From an optimization exercise on the open Yosys and OpenROAD flow, aimed at small area; shortcuts taken in it are not production practice. Function was checked by simulation only, so behaviour that the tests miss may differ from the original.

==> flow/design.v (outline; a module is shown in full before it is edited, if it fits) <==
// module pss_sample_window: 14 lines
// module pss_correlator_lane: 719 lines
// module pss_fa: 10 lines
// module pss_xor2: 7 lines
// module pss_xnor2: 7 lines
// module pss_ha: 9 lines
// module pss_nid2_decider: 27 lines
// module pss_detector: 71 lines
module pss_detector (
    input  logic        clk_i,
    input  logic        reset_ni,
    input  logic [15:0] sample_i,           
    input  logic        sample_valid_i,
    input  logic [1:0]  mode_i,             
    input  logic [1:0]  requested_nid2_i,
    output logic [2:0]  result_o            
);
  // ...
==> flow/run.sh <==
#!/bin/bash
# synth_recipe.tcl (not shown) runs the flow's synth.tcl, then flattens the netlist and writes it again
# the make line also repeats each setting of config.mk as NAME=value (left out here)
make -C /OpenROAD-flow-scripts/flow DESIGN_CONFIG=/design/flow/config.mk WORK_HOME=/design/flow/orfs CLKGATE_MAP_FILE= SYNTH_SCRIPT=/design/flow/synth_recipe.tcl finish
==> flow/config.mk <==
export PLATFORM = sky130hd
export DESIGN_NAME = pss_detector
export DESIGN_NICKNAME = pss_detector
export VERILOG_FILES = /design/flow/design.v
export SDC_FILE = /design/flow/constraint.sdc
export NUM_CORES = 4
export LEC_CHECK = 0
export CAP_MARGIN = 20
export CORE_MARGIN = 2
export CORE_UTILIZATION = 60
export SLEW_MARGIN = 20
export SYNTH_HIERARCHICAL = 1
==> flow/constraint.sdc <==
create_clock -name core_clock -period 11.0 [get_ports {clk_i}]
set_input_delay 2.2000 -clock core_clock [delete_from_list [all_inputs] [get_ports {clk_i}]]
set_output_delay 2.2000 -clock core_clock [all_outputs]
set_load 0.01 [all_outputs]
==> qor.yml, run 1 <==
finish:
  final_core_util_pct: 67.8
  fin_area_um2: 18900
  buffers: 56
  largest_register_ffs: 256
  inverters: 140
  ff_latch_area_um2: 5410
global_routing:
  grt_pass1_wl_um: 53800
  grt.busiest_layer: "met2"
clock_tree:
  post_cts_buffers: 0
  htreeDepth: 1
  clockRootBuffer: "clkbuf_16"
outcome:
  status: "finished clean"
sta:
  setup-tns-final_ns: 0
  finalSetupViolCount: 0
  timing.hold.ws_ns: 0.418
route:
  wl_met1_um: 15000
  drt_first_pass_iters: 6
synth:
  yosysUniqueCellTypes: 52
  yosys.area_share.simple_pct: 2.55
  ys_seq_area_share_pct: 31.6
  netlist_instances: 1337
  syn-cell-area_um2: 17100
  ys_top_cells_by_area: "fa_1, dfxtp_1, a22o_1"
  yosys.area_share.adder_pct: 38.7
  synth_top_area_share_pct: 34.3
  postSynthAreaPerCell_um2: 12.8
worst_hold_path:
  hold_end: "code2_q[1]$_SDFF_PN1_"
setup_path:
  slowest_delay_ns: 0.60
  worst-path-stages: 34
floorplan:
  dieArea_um2: 29800
  die_h_um: 173
place:
  hpwlAfterDp_um: 24300
==> run 2, diff against run 1 <==
--- a/flow/config.mk
+++ b/flow/config.mk
@@ -7,6 +7,8 @@
 export LEC_CHECK = 0
 export CAP_MARGIN = 20
 export CORE_MARGIN = 2
-export CORE_UTILIZATION = 60
+export CORE_UTILIZATION = 75
+export CTS_CLUSTER_DIAMETER = 100
+export CTS_CLUSTER_SIZE = 30
 export SLEW_MARGIN = 20
 export SYNTH_HIERARCHICAL = 1
==> run 2 against run 1 <==
Effect of this change:
- global-route usage up 6.0 points
- cell count decreased by 6.8%
- critical path depth fell by 2
- critical endpoint unchanged
- via count grew 2.9%
- sequential share of layout area grew 1.0 points
- non-clock buffer count is 12 higher
==> qor.yml, run 2 <==
clock_tree:
  worstSkewPairLatency_ns: 0.49  # was 0.55 ns
  clock_path_buffers: 3  # unchanged
  cts.sinks: 270  # unchanged
  cts_tree: "built"  # unchanged
  clk_pin_slew_worst_paths_ns: 0.11  # was 0.06 ns
  htreeDepth: 1  # unchanged
  numCtsBuffers: 12  # was 28
  clockRootBuffer: "clkbuf_16"  # unchanged
sta:
  fin_skew_ns: 0.0112  # was 0.00587 ns
  relSlewSlack_pct: 9.98  # was 32.5%
  worst_slew_pin_slew_ns: 1.35  # was 1.01 ns
  finalSetupViolCount: 0  # unchanged
  timing.hold.ws_ns: 0.420  # was 0.418 ns
  setup_ws_ns: 0.225  # was 0.308 ns
  fin_crit_ns: 10.78  # was 10.69 ns
  fmax_ghz: 0.0928  # was 0.0935 GHz
  hold_viol: 0  # unchanged
  finalMaxSlewViolations: 0  # unchanged
  fin_crit_sh_pct: 98.0  # was 97.2%
global_routing:
  grt.overflow.total: 0  # unchanged
  grt_pass1_wl_um: 54300  # was 53800 µm
  first_global_vias: 10800  # was 10500
  grt_max_degree: 257  # was 101
  groute.usage.overall_pct: 28.1  # was 22.1%
  grt_antenna_before_repair: 0  # unchanged
floorplan:
  die_h_um: 155  # was 173 µm
  core-area_um2: 22500  # was 27900 µm²
  initial_core_util_pct: 75.9  # was 61.1%
  rows: 55  # was 61
  dieArea_um2: 24000  # was 29800 µm²
  die_x_um: 155  # was 173 µm
  boundaryPins: 26  # unchanged
finish:
  n_fill_cell: 1299  # was 2161
  layout-drive-gt1-share_pct: 11.3  # was 12.1%
  layout_common_cells: "dfxtp_1, fa_1, a22o_1"  # unchanged
  multiInputGateArea_um2: 11100  # about the same
  nets: 1726  # was 1730
  mostFrequentLayoutCell: "dfxtp_1"  # unchanged
  largest_register_ffs: 256  # unchanged
  ff_latch_area_um2: 5410  # about the same
  synthToLayoutAreaGrowth_pct: 7.18  # was 10.9%
  n_antenna_cell: 0  # unchanged
  final_core_util_pct: 81.3  # was 67.8%
  fin_area_um2: 18300  # was 18900 µm²
  largest_register: "window_q"  # unchanged
  top_regs: "window_q (256), prev_q (3)"  # unchanged
synth:
  yosys_register_bits: 270  # unchanged
  async_flop_share_pct: 0  # unchanged
  netlist_instances: 1337  # unchanged
  synth_top_area_share_pct: 34.3  # unchanged
  yosys_warnings: 8  # unchanged
  synth.most_common_cell: "fa_1"  # unchanged
  synth_edf_count: 0  # unchanged
  synth_nets: 1709  # unchanged
  ys_top_cells_by_area: "fa_1, dfxtp_1, a22o_1"  # unchanged
  yosysTopAreaCell: "fa_1"  # unchanged
  ys_seq_area_share_pct: 31.6  # unchanged
  yosys-top-cells-count: "fa_1, dfxtp_1, a22o_1, inv_1, xor2_1"  # unchanged
  yosysUniqueCellTypes: 52  # unchanged
  syn-cell-area_um2: 17100  # unchanged
  synth-main-ff-cell: "dfxtp_1"  # unchanged
  postSynthAreaPerCell_um2: 12.8  # unchanged
route:
  totalWireLength_um: 33200  # was 31400 µm
  dr_wl_met3_um: 1080  # was 972 µm
  wl_met1_um: 14400  # was 15000 µm
  wl_per_cell_um: 20.2  # was 17.9 µm
  route.vias.total: 10000  # was 9758
  routed_via_density: 6.13  # was 5.55
  drtIter0Drc: 649  # was 451
  highest_layer: "met4"  # unchanged
  met2_length_um: 16800  # was 14800 µm
  drc: 0  # unchanged
  drtAntennaViolNets: 0  # unchanged
  drt_first_pass_iters: 5  # was 6
setup_path:
  slowest_delay_ns: 0.62  # was 0.60 ns
  startpoint_type: "flip-flop"  # unchanged
  critPathKind: "flip-flop to flip-flop"  # unchanged
  crit_start: "window_q[161]$_DFF_P_"  # was window_q[169]$_DFF_P_
  r2r_setup_slack_ns: 0.22  # was 0.31 ns
  critPathArrivalTime_ns: 11.15  # was 11.12 ns
  critical_path_required_ns: 11.37  # was 11.42 ns
  slowest_stage: "fa_2"  # unchanged
  worstReg2RegEnd: "code0_q[1]$_SDFF_PN1_"  # unchanged
  crit_top_cell: "fa_2"  # unchanged
  critPathMaxFanout: 10  # was 4
  r2r-start: "window_q[161]$_DFF_P_"  # was window_q[169]$_DFF_P_
  endpoint: "code0_q[1]$_SDFF_PN1_"  # unchanged
  endpoint_kind: "flip-flop"  # unchanged
  reg2reg_depth: 32  # was 34
worst_hold_path:
  hold_start: "code0_q[0]$_SDFF_PN1_"  # was code1_q[1]$_SDFF_PN1_
  min_path_type: "flip-flop to flip-flop"  # unchanged
  min_path_cells: 1  # unchanged
place:
  pre_cts_ws_ns: -0.220  # was -0.127 ns
  hpwlAfterDp_um: 24500  # was 24300 µm
  dpl_cell_area_um2: 17500  # was 17700 µm²
  gp_congestion: 0.836  # was 0.772
  io_buffers: 25  # unchanged
flow_run:
  drv_cap: 0  # unchanged
outcome:
  status: "finished clean"  # unchanged
## run 2: cell types whose count changed in the layout (fill, tap and decap cells not counted), sizes merged
cell	delta
bufinv	-2
buf	+12
clkinvlp	-3
clkbuf	-31
clkinv	-3
## run 2: routing by layer
layer	vias to the layer above	global-route usage (%)
met5	-	0
met4	0	6.92
met3	57	3.40
met2	173	46.1
met1	5223	40.8
li1	4588	-
## run 2: repair_timing
item / 4_1_cts / 5_1_grt
buffers inserted: 14 / 16
pin swaps: 23 / 41
setup endpoints to repair: 2 / 3
resized for setup: 25 / 46
hold buffers: 0 / 0
## run 2: cells by family (layout without fill, tap and decap cells)
| logic type | count (synthesis) | after routing | synth area share [%] |
|---|---|---|---|
| compound gates | 303 | 303 | 15.3 |
| xor+xnor | 123 | 123 | 6.31 |
| fa+ha+maj | 353 | 353 | 38.7 |
| mux | 5 | 5 | 0.293 |
| flops | 270 | 270 | 31.6 |
| simple gates | 78 | 78 | 2.55 |
| buf+inv | 205 | 221 | 5.22 |
## run 2: through the flow
step / TNS (ns) / cells
after floorplan: 0 / 1337
after CTS: 0 / 1622
after detailed placement: -0.311 / 1595
after global placement: 0 / 1595
final: 0 / 1638
after global routing: -0.103 / 1638
## run 2: worst min-delay path by stage
stage                     slack [ns]               endpoint
after floorplan                 0.39  code1_q[0]$_SDFF_PN1_
after global placement          0.40  code1_q[0]$_SDFF_PN1_
after detailed placement        0.39  code1_q[0]$_SDFF_PN1_
after CTS                       0.42  code1_q[0]$_SDFF_PN1_
after global routing            0.45  code1_q[0]$_SDFF_PN1_
final                           0.42  code1_q[0]$_SDFF_PN1_
## run 2: worst max-delay path, delay by kind of cell, from the launching register on
| kind | cells | cell delay, ns |
|---|---|---|
| buf+inv | 3 | 0.37 |
| xor+xnor | 3 | 0.44 |
| compound gates | 3 | 0.69 |
| fa+ha+maj | 18 | 7.79 |
| flops | 1 | 0.36 |
| simple gates | 5 | 1.00 |
## run 2: area by class of cell
| type | instances | share of cell area (%) |
|---|---|---|
| flip-flops and latches | 270 | 29.6 |
| inverters | 140 | 2.88 |
| repair buffers | 68 | 3.20 |
| clock buffers | 13 | 1.78 |
| well taps | 285 | 1.95 |
| multi-input cells | 862 | 60.6 |
## run 2: modules after synthesis, one instance, submodules excluded
module / area (µm²) / cells / flops+latches / times used
pss_ha: 12.5 / 1 / 0 / 56
pss_fa: 20.0 / 1 / 0 / 293
pss_correlator_lane: 1250 / 250 / 0 / 1
pss_detector: 5570 / 295 / 270 / 1
pss_sample_window: 2600 / 317 / 0 / 1
pss_nid2_decider: 85.1 / 12 / 0 / 1
pss_xor2: 8.76 / 1 / 0 / 114
==> run 3, diff against run 2 <==
==> flow/config.mk (replaced) <==
export PLATFORM = sky130hd
export DESIGN_NAME = pss_detector
export DESIGN_NICKNAME = pss_detector
export VERILOG_FILES = /design/flow/design.v
export SDC_FILE = /design/flow/constraint.sdc
export NUM_CORES = 4
export LEC_CHECK = 0
export CAP_MARGIN = 5
export CORE_MARGIN = 2
export CORE_UTILIZATION = 85
export CTS_CLUSTER_DIAMETER = 100
export CTS_CLUSTER_SIZE = 30
export SLEW_MARGIN = 5
export SYNTH_HIERARCHICAL = 1
==> run 3 against run 2 <==
Effect of this change:
- synthesized cell count did not move
- area after synthesis is the same
- the run now fails in global routing (5_1_grt)
==> qor.yml, run 3 <==
synth:
  ys_top_cells_by_area: "fa_1, dfxtp_1, a22o_1"  # unchanged
  synthMuxAreaShare_pct: 0.293  # unchanged
  synth-xor-area-share_pct: 6.31  # unchanged
  netlist_instances: 1337  # unchanged
  synth_nets: 1709  # unchanged
  yosys.area_share.adder_pct: 38.7  # unchanged
  yosysTopAreaCell: "fa_1"  # unchanged
  yosys-top-cells-count: "fa_1, dfxtp_1, a22o_1, inv_1, xor2_1"  # unchanged
  yosys_register_bits: 270  # unchanged
  ys_seq_area_share_pct: 31.6  # unchanged
  postSynthAreaPerCell_um2: 12.8  # unchanged
  synth_top_area_share_pct: 34.3  # unchanged
  synth-main-ff-cell: "dfxtp_1"  # unchanged
  async_flop_share_pct: 0  # unchanged
  synth-compound-area-share_pct: 15.3  # unchanged
  synth.most_common_cell: "fa_1"  # unchanged
  synth_top_family_by_area: "adder cells"  # unchanged
  synth_edf_count: 0  # unchanged
  yosysUniqueCellTypes: 52  # unchanged
  yosys_warnings: 8  # unchanged
  yosys.area_share.simple_pct: 2.55  # unchanged
  syn-cell-area_um2: 17100  # unchanged
outcome:
  status: "stopped before the end"  # was finished clean
  error: "[ERROR GRT-0232] Routing congestion too high. Check the congestion heatmap in the GUI."
  flow.stopped_at: "global routing (5_1_grt)"
place:
  gp_congestion: 0.866  # was 0.836
  io_buffers: 25  # unchanged
  place_inst: 1573  # was 1595
  pre_cts_ws_ns: -0.397  # was -0.220 ns
  dpl_cell_area_um2: 17500  # about the same
  hpwlAfterDp_um: 29300  # was 24500 µm
floorplan:
  initial_core_util_pct: 87.2  # was 75.9%
  die_h_um: 146  # was 155 µm
  die_x_um: 146  # was 155 µm
  rows: 51  # was 55
  boundaryPins: 26  # unchanged
clock_tree:
  cts.sinks: 270  # unchanged
  clock_path_buffers: 3  # unchanged
  clockRootBuffer: "clkbuf_16"  # unchanged
  htreeDepth: 1  # unchanged
  numCtsBuffers: 12  # unchanged
sta:
  worst-ep-kind: "register data pin"
  crit_endpoint: "code0_q[1]$_SDFF_PN1_/D"
global_routing:
  groute.usage.overall_pct: 68.6
  grt.overflow.total: 67
  grt_max_degree: 113
run 3: cell counts after synthesis:
Identical to the previous run, type by type.
run 3: repair_timing:
| action | 4_1_cts |
|---|---|
| pin swaps | 24 |
| gates resized for setup | 53 |
| setup endpoints to repair | 3 |
| buffers inserted | 8 |
| hold buffers | 0 |
run 3: kinds of logic after synthesis:
logic type               after synthesis
multiplexers                           5
buffers and inverters                205
AND/OR/NAND/NOR                       78
AO/OA/AOI/OAI                        303
flip-flops                           270
XOR/XNOR                             123
adder cells (fa/ha/maj)              353
run 3: how the worst min path moves through the flow:
stage / end / slack [ns] / cells past startpoint
2_1_floorplan: code1_q[0]$_SDFF_PN1_ / 0.39 / 1
4_1_cts: code1_q[0]$_SDFF_PN1_ / 0.44 / 1
3_5_place_dp: code2_q[0]$_SDFF_PN1_ / 0.41 / 1
3_3_place_gp: code1_q[0]$_SDFF_PN1_ / 0.39 / 1
run 3: Yosys stat by module (local to each module, per instance):
module,flip-flops and latches,area [µm²],times used,cells
pss_correlator_lane,0,1250,1,250
pss_detector,270,5570,1,295
pss_ha,0,12.5,56,1
pss_sample_window,0,2600,1,317
pss_nid2_decider,0,85.1,1,12
pss_xor2,0,8.76,114,1
pss_fa,0,20.0,293,1
run 3: metal layers:
metal	GRT usage, %	GRT overflow
met1	68.5	0
met2	89.4	35
met3	47.9	0
met4	69.3	32
met5	15.5	0
run 3: per-stage QoR:
| stage | hold slack [ns] | util (%) |
|---|---|---|
| floorplan | 0.386 | - |
| global placement | 0.395 | 89.2 |
| detailed placement | 0.406 | 89.2 |
| CTS | 0.440 | 92.2 |

[what the ideal ports hide]
Ports are ideal in the flow. The routed layouts listed here were re-timed in OpenROAD. Step 1 assumes that a clkbuf_16 drives the clock port and a buf_2 every other input. Step 2, shift: input delay + t, output delay - t, t = (earliest + latest rising clock arrival at the registers) / 2. This alone moves slack from input paths to output paths. Slacks: ideal ports / drivers / drivers and shift; pairs: ideal ports / drivers.
| run | shift t [ns] | slack for setup (ns) | hold WS [ns] | worst register clock-pin slew, ns |
|---|---|---|---|---|
| run 1 | 0.597 | 0.308 / 0.308 / 0.308 | 0.418 / 0.418 / 0.418 | 0.06 / 0.06 |
| run 2 | 0.535 | 0.225 / 0.225 / 0.225 | 0.420 / 0.420 / 0.420 | 0.11 / 0.11 |
After both steps every run listed still meets setup and hold.
